This design comes from an exercise in tuning for small area and a short achievable clock period on the open sky130 flow, not from production work.
Only simulation tests tie the RTL to the original design; equivalence was not proved.

==> inputs of job 2444 <==
==> flow/design.v <==
package param_fifo_pkg;
    localparam int unsigned DEF_DATA_W    = 8;
    localparam int unsigned DEF_DEPTH     = 256;
    localparam int unsigned DEF_AF_MARGIN = 4;
    localparam int unsigned DEF_AE_LEVEL  = 4;
    localparam int unsigned FLAG_FULL   = 0;
    localparam int unsigned FLAG_EMPTY  = 1;
    localparam int unsigned FLAG_AFULL  = 2;
    localparam int unsigned FLAG_AEMPTY = 3;
    localparam int unsigned FLAG_W      = 4;
    function automatic integer clog2(input integer value);
        integer result;
        integer i;
        result = 0;
        for (i = 0; i < 32; i = i + 1) begin
            if ((32'd1 << i) < value) begin
                result = i + 1;
            end
        end
        clog2 = result;
    endfunction
endpackage
module fifo_mem
#(
    parameter int unsigned DATA_W = param_fifo_pkg::DEF_DATA_W,
    parameter int unsigned DEPTH  = param_fifo_pkg::DEF_DEPTH,
    localparam int unsigned AW    = param_fifo_pkg::clog2(DEPTH),
    localparam int unsigned LW    = AW / 2,
    localparam int unsigned HW    = AW - LW
) (
    input  logic               clk,
    input  logic               shift_i,
    input  logic [DATA_W-1:0]  wr_data_i,
    input  logic [(1<<LW)-1:0] rd_lo_i,
    input  logic [(1<<HW)-1:0] rd_hi_i,
    output logic [DATA_W-1:0]  rd_word_n_o
);
    localparam int unsigned NL = 1 << LW;       
    localparam int unsigned NH = 1 << HW;       
    localparam int unsigned NG = (NL + 2) / 3;  
    localparam int unsigned NM = (NG + 2) / 3;  
    logic [DATA_W-1:0] mem_q [DEPTH];
    logic [DATA_W-1:0] rot [NH*NL];
    always_ff @(posedge clk) begin
        if (shift_i) begin
            mem_q[0] <= wr_data_i;
            for (int i = 1; i < DEPTH; i++) mem_q[i] <= mem_q[i-1];
        end
    end
    always_comb begin
        for (int j = 0; j < NH*NL; j++)
            rot[j] = (j < DEPTH) ? mem_q[(j + DEPTH - 1) % DEPTH] : '0;
    end
    logic [3*NG-1:0] lo_p;
    assign lo_p = {{(3*NG-NL){1'b0}}, rd_lo_i};
    for (genvar b = 0; b < DATA_W; b++) begin : g_bit
        logic [NH-1:0] row_n;    
        for (genvar h = 0; h < NH; h++) begin : g_row
            logic [3*NG-1:0] d;
            logic [3*NM-1:0] grp_n;
            logic [NM-1:0]   grp;
            for (genvar l = 0; l < 3*NG; l++) begin : g_d
                if (l < NL) begin : g_e
                    assign d[l] = rot[h*NL + l][b];
                end else begin : g_z
                    assign d[l] = 1'b0;
                end
            end
            for (genvar g = 0; g < 3*NM; g++) begin : g_grp
                if (3*g + 3 <= NL) begin : g_a3
                    fifo_aoi3 u_aoi (
                        .a0 (d[3*g]),   .s0 (lo_p[3*g]),
                        .a1 (d[3*g+1]), .s1 (lo_p[3*g+1]),
                        .a2 (d[3*g+2]), .s2 (lo_p[3*g+2]),
                        .y_n(grp_n[g])
                    );
                end else if (3*g + 2 == NL) begin : g_a2
                    fifo_aoi2 u_aoi (
                        .a0 (d[3*g]),   .s0 (lo_p[3*g]),
                        .a1 (d[3*g+1]), .s1 (lo_p[3*g+1]),
                        .y_n(grp_n[g])
                    );
                end else if (3*g + 1 == NL) begin : g_a1
                    fifo_nand2 u_aoi (.a(d[3*g]), .b(lo_p[3*g]), .y(grp_n[g]));
                end else begin : g_o
                    assign grp_n[g] = 1'b1;
                end
            end
            for (genvar m = 0; m < NM; m++) begin : g_m
                fifo_nand3 u_m (.a(grp_n[3*m]), .b(grp_n[3*m+1]), .c(grp_n[3*m+2]), .y(grp[m]));
            end
            if (NM == 2) begin : g_two
                fifo_o21ai u_r (.a1(grp[0]), .a2(grp[1]), .b1(rd_hi_i[h]), .y(row_n[h]));
            end else begin : g_any
                assign row_n[h] = !((|grp) && rd_hi_i[h]);
            end
        end
        localparam int unsigned N2 = (NH + 3) / 4;
        logic [4*N2-1:0] row_p;
        logic [N2-1:0]   l2;
        assign row_p = {{(4*N2-NH){1'b1}}, row_n};
        for (genvar k = 0; k < N2; k++) begin : g_l2
            fifo_nand4 u_n (.a(row_p[4*k]), .b(row_p[4*k+1]), .c(row_p[4*k+2]), .d(row_p[4*k+3]), .y(l2[k]));
        end
        if (N2 == 4) begin : g_fin4
            fifo_nor4 u_fin (.a(l2[0]), .b(l2[1]), .c(l2[2]), .d(l2[3]), .y(rd_word_n_o[b]));
        end else begin : g_finx
            assign rd_word_n_o[b] = !(|l2);
        end
    end
endmodule
module fifo_aoi3 (
    input  logic a0, s0, a1, s1, a2, s2,
    output logic y_n
);
    assign y_n = !((a0 && s0) || (a1 && s1) || (a2 && s2));
endmodule
module fifo_aoi2 (
    input  logic a0, s0, a1, s1,
    output logic y_n
);
    assign y_n = !((a0 && s0) || (a1 && s1));
endmodule
module fifo_nand2 (
    input  logic a, b,
    output logic y
);
    assign y = !(a && b);
endmodule
module fifo_nand3 (
    input  logic a, b, c,
    output logic y
);
    assign y = !(a && b && c);
endmodule
module fifo_o21ai (
    input  logic a1, a2, b1,
    output logic y
);
    assign y = !((a1 || a2) && b1);
endmodule
module fifo_nand4 (
    input  logic a, b, c, d,
    output logic y
);
    assign y = !(a && b && c && d);
endmodule
module fifo_nor4 (
    input  logic a, b, c, d,
    output logic y
);
    assign y = !(a || b || c || d);
endmodule
module param_fifo
#(
    parameter int unsigned DATA_W   = param_fifo_pkg::DEF_DATA_W,
    parameter int unsigned DEPTH    = param_fifo_pkg::DEF_DEPTH,
    parameter int unsigned AF_LEVEL = DEPTH - param_fifo_pkg::DEF_AF_MARGIN,
    parameter int unsigned AE_LEVEL = param_fifo_pkg::DEF_AE_LEVEL,
    localparam int unsigned AW      = param_fifo_pkg::clog2(DEPTH),
    localparam int unsigned CW      = AW + 1,
    localparam int unsigned LW      = AW / 2,
    localparam int unsigned HW      = AW - LW
) (
    input  logic              clk,
    input  logic              rst,
    input  logic              clear,
    input  logic              wr_en,
    input  logic [DATA_W-1:0] wr_data,
    input  logic              rd_en,
    output logic [DATA_W-1:0] rd_data,
    output logic              rd_valid,
    output logic              full,
    output logic              empty,
    output logic              almost_full,
    output logic              almost_empty,
    output logic [CW-1:0]     count,
    output logic              overflow,
    output logic              underflow
);
    logic [CW-1:0]      count_q, count_d, count_inc, count_dec;
    logic [CW-1:0]      ncnt_q, cnt;
    logic               nfull_q, empty_q;
    logic [(1<<LW)-1:0] lo_q, lo_d, lo_cur;
    logic [(1<<HW)-1:0] hi_q, hi_d, hi_cur;
    logic               full_q, nempty_q, afull_q, naempty_q;
    logic               rd_valid_q, overflow_q, underflow_q;
    logic [DATA_W-1:0]  rd_data_q, rd_word_n;
    logic               wr_acc, rd_acc, shift, up, down;
    assign rd_acc = rd_en && !empty_q && !clear;
    assign wr_acc = wr_en && (nfull_q || rd_acc) && !clear;
    assign shift  = wr_en && (nfull_q || rd_en);
    assign up     = wr_acc && !rd_acc;
    assign down   = rd_acc && !wr_acc;
    assign cnt       = ~ncnt_q;
    assign count_inc = cnt + CW'(1);
    assign count_dec = cnt - CW'(1);
    always_comb begin
        count_d = cnt;
        if (clear)     count_d = '0;
        else if (up)   count_d = count_inc;
        else if (down) count_d = count_dec;
    end
    always_comb begin
        lo_cur = '0;
        hi_cur = '0;
        lo_cur[cnt[LW-1:0]]  = 1'b1;
        hi_cur[cnt[AW-1:LW]] = 1'b1;
        lo_d = lo_cur;
        hi_d = hi_cur;
        if (clear) begin
            lo_d = (1<<LW)'(1);
            hi_d = (1<<HW)'(1);
        end else if (up) begin
            lo_d = {lo_cur[(1<<LW)-2:0], lo_cur[(1<<LW)-1]};
            if (&cnt[LW-1:0]) hi_d = {hi_cur[(1<<HW)-2:0], hi_cur[(1<<HW)-1]};
        end else if (down) begin
            lo_d = {lo_cur[0], lo_cur[(1<<LW)-1:1]};
            if (cnt[LW-1:0] == '0) hi_d = {hi_cur[0], hi_cur[(1<<HW)-1:1]};
        end
    end
    always_ff @(posedge clk) begin
        lo_q <= lo_d;
        hi_q <= hi_d;
    end
    always_ff @(posedge clk or posedge rst) begin
        if (rst) begin
            count_q     <= '0;
            ncnt_q      <= '1;
            full_q      <= 1'b0;
            nfull_q     <= 1'b1;
            nempty_q    <= 1'b0;
            empty_q     <= 1'b1;
            afull_q     <= 1'b0;
            naempty_q   <= 1'b0;
            rd_valid_q  <= 1'b0;
            overflow_q  <= 1'b0;
            underflow_q <= 1'b0;
        end else begin
            count_q     <= count_d;
            ncnt_q      <= ~count_d;
            if (clear) begin
                full_q    <= 1'b0;
                nfull_q   <= 1'b1;
                nempty_q  <= 1'b0;
                empty_q   <= 1'b1;
                afull_q   <= 1'b0;
                naempty_q <= 1'b0;
            end else if (up) begin
                full_q    <= (32'(cnt) == DEPTH - 1);
                nfull_q   <= (32'(cnt) != DEPTH - 1);
                nempty_q  <= 1'b1;
                empty_q   <= 1'b0;
                afull_q   <= (32'(cnt) >= AF_LEVEL - 1);
                naempty_q <= (32'(cnt) > AE_LEVEL - 1);
            end else if (down) begin
                full_q    <= 1'b0;
                nfull_q   <= 1'b1;
                nempty_q  <= (32'(cnt) != 1);
                empty_q   <= (32'(cnt) == 1);
                afull_q   <= (32'(cnt) >= AF_LEVEL + 1);
                naempty_q <= (32'(cnt) > AE_LEVEL + 1);
            end
            rd_valid_q  <= rd_acc;
            overflow_q  <= !clear && (overflow_q || (wr_en && !wr_acc));
            underflow_q <= !clear && (underflow_q || (rd_en && empty_q));
        end
    end
    always_ff @(posedge clk or posedge rst) begin
        if (rst)         rd_data_q <= '0;
        else if (rd_acc) rd_data_q <= ~rd_word_n;
    end
    fifo_mem #(
        .DATA_W (DATA_W),
        .DEPTH  (DEPTH)
    ) u_mem (
        .clk         (clk),
        .shift_i     (shift),
        .wr_data_i   (wr_data),
        .rd_lo_i     (lo_q),
        .rd_hi_i     (hi_q),
        .rd_word_n_o (rd_word_n)
    );
    assign rd_data      = rd_data_q;
    assign rd_valid     = rd_valid_q;
    assign count        = count_q;
    assign full         = full_q;
    assign empty        = !nempty_q;
    assign almost_full  = afull_q;
    assign almost_empty = !naempty_q;
    assign overflow     = overflow_q;
    assign underflow    = underflow_q;
endmodule
==> flow/run.sh <==
#!/bin/bash
# synth_recipe.tcl (not shown) runs the flow's synth.tcl, then flattens the netlist and writes it again
# the make line also repeats each setting of config.mk as NAME=value (left out here)
make -C /OpenROAD-flow-scripts/flow DESIGN_CONFIG=/design/flow/config.mk WORK_HOME=/design/flow/orfs CLKGATE_MAP_FILE= SYNTH_SCRIPT=/design/flow/synth_recipe.tcl finish
==> flow/config.mk <==
export PLATFORM = sky130hd
export DESIGN_NAME = param_fifo
export DESIGN_NICKNAME = param_fifo
export VERILOG_FILES = /design/flow/design.v
export SDC_FILE = /design/flow/constraint.sdc
export NUM_CORES = 4
export LEC_CHECK = 0
export CAP_MARGIN = 20
export CELL_PAD_IN_SITES_DETAIL_PLACEMENT = 1
export CELL_PAD_IN_SITES_GLOBAL_PLACEMENT = 1
export CORE_MARGIN = 2
export CORE_UTILIZATION = 40
export CTS_CLUSTER_DIAMETER = 100
export CTS_CLUSTER_SIZE = 25
export SETUP_SLACK_MARGIN = 2.8
export SLEW_MARGIN = 20
export SYNTH_HIERARCHICAL = 1
export SYNTH_MINIMUM_KEEP_SIZE = 0
==> flow/constraint.sdc <==
create_clock -name core_clock -period 5.0 [get_ports {clk}]
set_input_delay 1.0000 -clock core_clock [delete_from_list [all_inputs] [get_ports {clk}]]
set_output_delay 1.0000 -clock core_clock [all_outputs]
set_load 0.01 [all_outputs]
==> job 7022: changes against job 2444 <==
--- a/flow/design.v
+++ b/flow/design.v
@@ -27,12 +27,13 @@
     localparam int unsigned AW    = param_fifo_pkg::clog2(DEPTH),
     localparam int unsigned LW    = AW / 2,
-    localparam int unsigned HW    = AW - LW
+    localparam int unsigned HW    = AW - LW,
+    localparam int unsigned NPART = ((1 << HW) + 7) / 8
 ) (
     input  logic               clk,
     input  logic               shift_i,
     input  logic [DATA_W-1:0]  wr_data_i,
-    input  logic [(1<<LW)-1:0] rd_lo_i,
+    input  logic [2*(1<<LW)-1:0] rd_lo_i,
     input  logic [(1<<HW)-1:0] rd_hi_i,
-    output logic [DATA_W-1:0]  rd_word_n_o
+    output logic [DATA_W*NPART-1:0] rd_part_n_o
 );
     localparam int unsigned NL = 1 << LW;       
@@ -52,7 +53,7 @@
             rot[j] = (j < DEPTH) ? mem_q[(j + DEPTH - 1) % DEPTH] : '0;
     end
-    logic [3*NG-1:0] lo_p;
-    assign lo_p = {{(3*NG-NL){1'b0}}, rd_lo_i};
     for (genvar b = 0; b < DATA_W; b++) begin : g_bit
+        logic [3*NG-1:0] lo_p;
+        assign lo_p = {{(3*NG-NL){1'b0}}, rd_lo_i[((2*b) / DATA_W)*NL +: NL]};
         logic [NH-1:0] row_n;    
         for (genvar h = 0; h < NH; h++) begin : g_row
@@ -97,14 +98,15 @@
         end
         localparam int unsigned N2 = (NH + 3) / 4;
+        localparam int unsigned N3 = (N2 + 1) / 2;
         logic [4*N2-1:0] row_p;
         logic [N2-1:0]   l2;
+        logic [2*N3-1:0] l2_p;
         assign row_p = {{(4*N2-NH){1'b1}}, row_n};
+        assign l2_p  = {{(2*N3-N2){1'b0}}, l2};
         for (genvar k = 0; k < N2; k++) begin : g_l2
             fifo_nand4 u_n (.a(row_p[4*k]), .b(row_p[4*k+1]), .c(row_p[4*k+2]), .d(row_p[4*k+3]), .y(l2[k]));
         end
-        if (N2 == 4) begin : g_fin4
-            fifo_nor4 u_fin (.a(l2[0]), .b(l2[1]), .c(l2[2]), .d(l2[3]), .y(rd_word_n_o[b]));
-        end else begin : g_finx
-            assign rd_word_n_o[b] = !(|l2);
+        for (genvar k = 0; k < N3; k++) begin : g_l3
+            fifo_nor2 u_n (.a(l2_p[2*k]), .b(l2_p[2*k+1]), .y(rd_part_n_o[b*NPART + k]));
         end
     end
@@ -146,9 +148,9 @@
     assign y = !(a && b && c && d);
 endmodule
-module fifo_nor4 (
-    input  logic a, b, c, d,
+module fifo_nor2 (
+    input  logic a, b,
     output logic y
 );
-    assign y = !(a || b || c || d);
+    assign y = !(a || b);
 endmodule
 module param_fifo
@@ -183,8 +185,10 @@
     logic               nfull_q, empty_q;
     logic [(1<<LW)-1:0] lo_q, lo_d, lo_cur;
+    logic [(1<<LW)-1:0] lo2_q, lo2_d, lo2_cur;
     logic [(1<<HW)-1:0] hi_q, hi_d, hi_cur;
     logic               full_q, nempty_q, afull_q, naempty_q;
     logic               rd_valid_q, overflow_q, underflow_q;
-    logic [DATA_W-1:0]  rd_data_q, rd_word_n;
+    logic [DATA_W-1:0]  rd_data_q, rd_word;
+    logic [DATA_W*(((1<<HW)+7)/8)-1:0] rd_part_n;
     logic               wr_acc, rd_acc, shift, up, down;
     assign rd_acc = rd_en && !empty_q && !clear;
@@ -220,7 +224,16 @@
         end
     end
+    always_comb begin
+        lo2_cur = '0;
+        lo2_cur[count_q[LW-1:0]] = 1'b1;
+        lo2_d = lo2_cur;
+        if (clear)     lo2_d = (1<<LW)'(1);
+        else if (up)   lo2_d = {lo2_cur[(1<<LW)-2:0], lo2_cur[(1<<LW)-1]};
+        else if (down) lo2_d = {lo2_cur[0], lo2_cur[(1<<LW)-1:1]};
+    end
     always_ff @(posedge clk) begin
-        lo_q <= lo_d;
-        hi_q <= hi_d;
+        lo_q  <= lo_d;
+        lo2_q <= lo2_d;
+        hi_q  <= hi_d;
     end
     always_ff @(posedge clk or posedge rst) begin
@@ -267,7 +280,10 @@
         end
     end
+    always_comb begin
+        for (int b = 0; b < DATA_W; b++) rd_word[b] = !(&rd_part_n[b*(((1<<HW)+7)/8) +: ((1<<HW)+7)/8]);
+    end
     always_ff @(posedge clk or posedge rst) begin
         if (rst)         rd_data_q <= '0;
-        else if (rd_acc) rd_data_q <= ~rd_word_n;
+        else if (rd_acc) rd_data_q <= rd_word;
     end
     fifo_mem #(
@@ -278,7 +294,7 @@
         .shift_i     (shift),
         .wr_data_i   (wr_data),
-        .rd_lo_i     (lo_q),
+        .rd_lo_i     ({lo2_q, lo_q}),
         .rd_hi_i     (hi_q),
-        .rd_word_n_o (rd_word_n)
+        .rd_part_n_o (rd_part_n)
     );
     assign rd_data      = rd_data_q;
--- a/flow/config.mk
+++ b/flow/config.mk
@@ -13,5 +13,5 @@
 export CTS_CLUSTER_DIAMETER = 100
 export CTS_CLUSTER_SIZE = 25
-export SETUP_SLACK_MARGIN = 2.8
+export SETUP_SLACK_MARGIN = 2.7
 export SLEW_MARGIN = 20
 export SYNTH_HIERARCHICAL = 1
==> job 8043: changes against job 2444 <==
--- a/flow/design.v
+++ b/flow/design.v
@@ -27,5 +27,6 @@
     localparam int unsigned AW    = param_fifo_pkg::clog2(DEPTH),
     localparam int unsigned LW    = AW / 2,
-    localparam int unsigned HW    = AW - LW
+    localparam int unsigned HW    = AW - LW,
+    localparam int unsigned NPART = ((1 << HW) + 7) / 8
 ) (
     input  logic               clk,
@@ -34,5 +35,5 @@
     input  logic [(1<<LW)-1:0] rd_lo_i,
     input  logic [(1<<HW)-1:0] rd_hi_i,
-    output logic [DATA_W-1:0]  rd_word_n_o
+    output logic [DATA_W*NPART-1:0] rd_part_n_o
 );
     localparam int unsigned NL = 1 << LW;       
@@ -97,14 +98,15 @@
         end
         localparam int unsigned N2 = (NH + 3) / 4;
+        localparam int unsigned N3 = (N2 + 1) / 2;
         logic [4*N2-1:0] row_p;
         logic [N2-1:0]   l2;
+        logic [2*N3-1:0] l2_p;
         assign row_p = {{(4*N2-NH){1'b1}}, row_n};
+        assign l2_p  = {{(2*N3-N2){1'b0}}, l2};
         for (genvar k = 0; k < N2; k++) begin : g_l2
             fifo_nand4 u_n (.a(row_p[4*k]), .b(row_p[4*k+1]), .c(row_p[4*k+2]), .d(row_p[4*k+3]), .y(l2[k]));
         end
-        if (N2 == 4) begin : g_fin4
-            fifo_nor4 u_fin (.a(l2[0]), .b(l2[1]), .c(l2[2]), .d(l2[3]), .y(rd_word_n_o[b]));
-        end else begin : g_finx
-            assign rd_word_n_o[b] = !(|l2);
+        for (genvar k = 0; k < N3; k++) begin : g_l3
+            fifo_nor2 u_n (.a(l2_p[2*k]), .b(l2_p[2*k+1]), .y(rd_part_n_o[b*NPART + k]));
         end
     end
@@ -146,9 +148,9 @@
     assign y = !(a && b && c && d);
 endmodule
-module fifo_nor4 (
-    input  logic a, b, c, d,
-    output logic y
-);
-    assign y = !(a || b || c || d);
+module fifo_nor2 (
+    input  logic a, b,
+    output logic y
+);
+    assign y = !(a || b);
 endmodule
 module param_fifo
@@ -186,5 +188,6 @@
     logic               full_q, nempty_q, afull_q, naempty_q;
     logic               rd_valid_q, overflow_q, underflow_q;
-    logic [DATA_W-1:0]  rd_data_q, rd_word_n;
+    logic [DATA_W-1:0]  rd_data_q, rd_word;
+    logic [DATA_W*(((1<<HW)+7)/8)-1:0] rd_part_n;
     logic               wr_acc, rd_acc, shift, up, down;
     assign rd_acc = rd_en && !empty_q && !clear;
@@ -267,7 +270,10 @@
         end
     end
+    always_comb begin
+        for (int b = 0; b < DATA_W; b++) rd_word[b] = !(&rd_part_n[b*(((1<<HW)+7)/8) +: ((1<<HW)+7)/8]);
+    end
     always_ff @(posedge clk or posedge rst) begin
         if (rst)         rd_data_q <= '0;
-        else if (rd_acc) rd_data_q <= ~rd_word_n;
+        else if (rd_acc) rd_data_q <= rd_word;
     end
     fifo_mem #(
@@ -280,5 +286,5 @@
         .rd_lo_i     (lo_q),
         .rd_hi_i     (hi_q),
-        .rd_word_n_o (rd_word_n)
+        .rd_part_n_o (rd_part_n)
     );
     assign rd_data      = rd_data_q;
--- a/flow/config.mk
+++ b/flow/config.mk
@@ -6,5 +6,5 @@
 export NUM_CORES = 4
 export LEC_CHECK = 0
-export CAP_MARGIN = 20
+export CAP_MARGIN = 5
 export CELL_PAD_IN_SITES_DETAIL_PLACEMENT = 1
 export CELL_PAD_IN_SITES_GLOBAL_PLACEMENT = 1
@@ -14,5 +14,5 @@
 export CTS_CLUSTER_SIZE = 25
 export SETUP_SLACK_MARGIN = 2.8
-export SLEW_MARGIN = 20
+export SLEW_MARGIN = 5
 export SYNTH_HIERARCHICAL = 1
 export SYNTH_MINIMUM_KEEP_SIZE = 0
==> flow_metrics.env <==
export IMPL_grt_util_met3_pct=5.49
export IMPL_pg_clk_uw=9200
export IMPL_outcome="complete, no violations"
export IMPL_path_cells="buf_6"
export IMPL_required_ns=4.00
export IMPL_vias=43100
export IMPL_synthToLayoutAreaGrowth_pct=12.6
export IMPL_syn_num_nets=3770
export IMPL_vdd_drop_max_mv=0.250
-- figures above: job 7022

==> flow_metrics.env <==
export IMPL_outcome="complete, no violations"
export IMPL_buffers=274
export IMPL_vdd_drop_max_mv=0.285
export IMPL_grt_util_met3_pct=3.12
export IMPL_syn_num_nets=3664
export IMPL_path_cells="buf_12 > a222oi_1 > nand3_1 > o21ai_1 > nand4_1 > nor4_2 > a21oi_1"
export IMPL_pg_clk_uw=9240
export IMPL_synthToLayoutAreaGrowth_pct=13.5
export IMPL_vias=42700
-- figures above: job 2444

==> flow_metrics.env <==
export IMPL_synthToLayoutAreaGrowth_pct=13.2
export IMPL_required_ns=5.63
export IMPL_syn_num_nets=3643
export IMPL_overflow=0
export IMPL_ys_ff_latch=2115
export IMPL_maxSlewViolCount=0
export IMPL_vias=42000
export IMPL_die_height_um=434
export IMPL_outcome="complete, no violations"
export IMPL_path_cells="buf_12 > buf_4 > a222oi_1 > nand3_1 > o21ai_1 > nand4_1 > nor2_2 > a31oi_1"
export IMPL_route_detailed_drc=0
-- figures above: job 8043

separate check: timing with driven ports:
Ports are ideal in the flow. The routed layouts listed here were re-timed in OpenROAD. Step 1: set_driving_cell puts a clkbuf_16 on clk and a buf_2 on each other input, an assumption about the parent block. Step 2, shift: input delay + t, output delay - t, t = (earliest + latest rising clock arrival at the registers) / 2. This alone moves slack from input paths to output paths. a / b / c = ideal / step 1 / step 2; a / b = the first two.
| run | t (ns) | setup WS [ns] | worst setup path at the end |
|---|---|---|---|
| job 2444 | 0.838 | 2.486 / 2.486 / 2.139 | input to register |
| job 7022 | 0.827 | 2.609 / 2.531 / 1.963 | input to register |
| job 8043 | 0.830 | 2.535 / 2.504 / 2.034 | input to register |
After both steps setup and hold are still met in every run listed. The setup slack of job 7022, which loses most, moves by -0.078 ns with the drivers and by -0.646 ns with both steps.
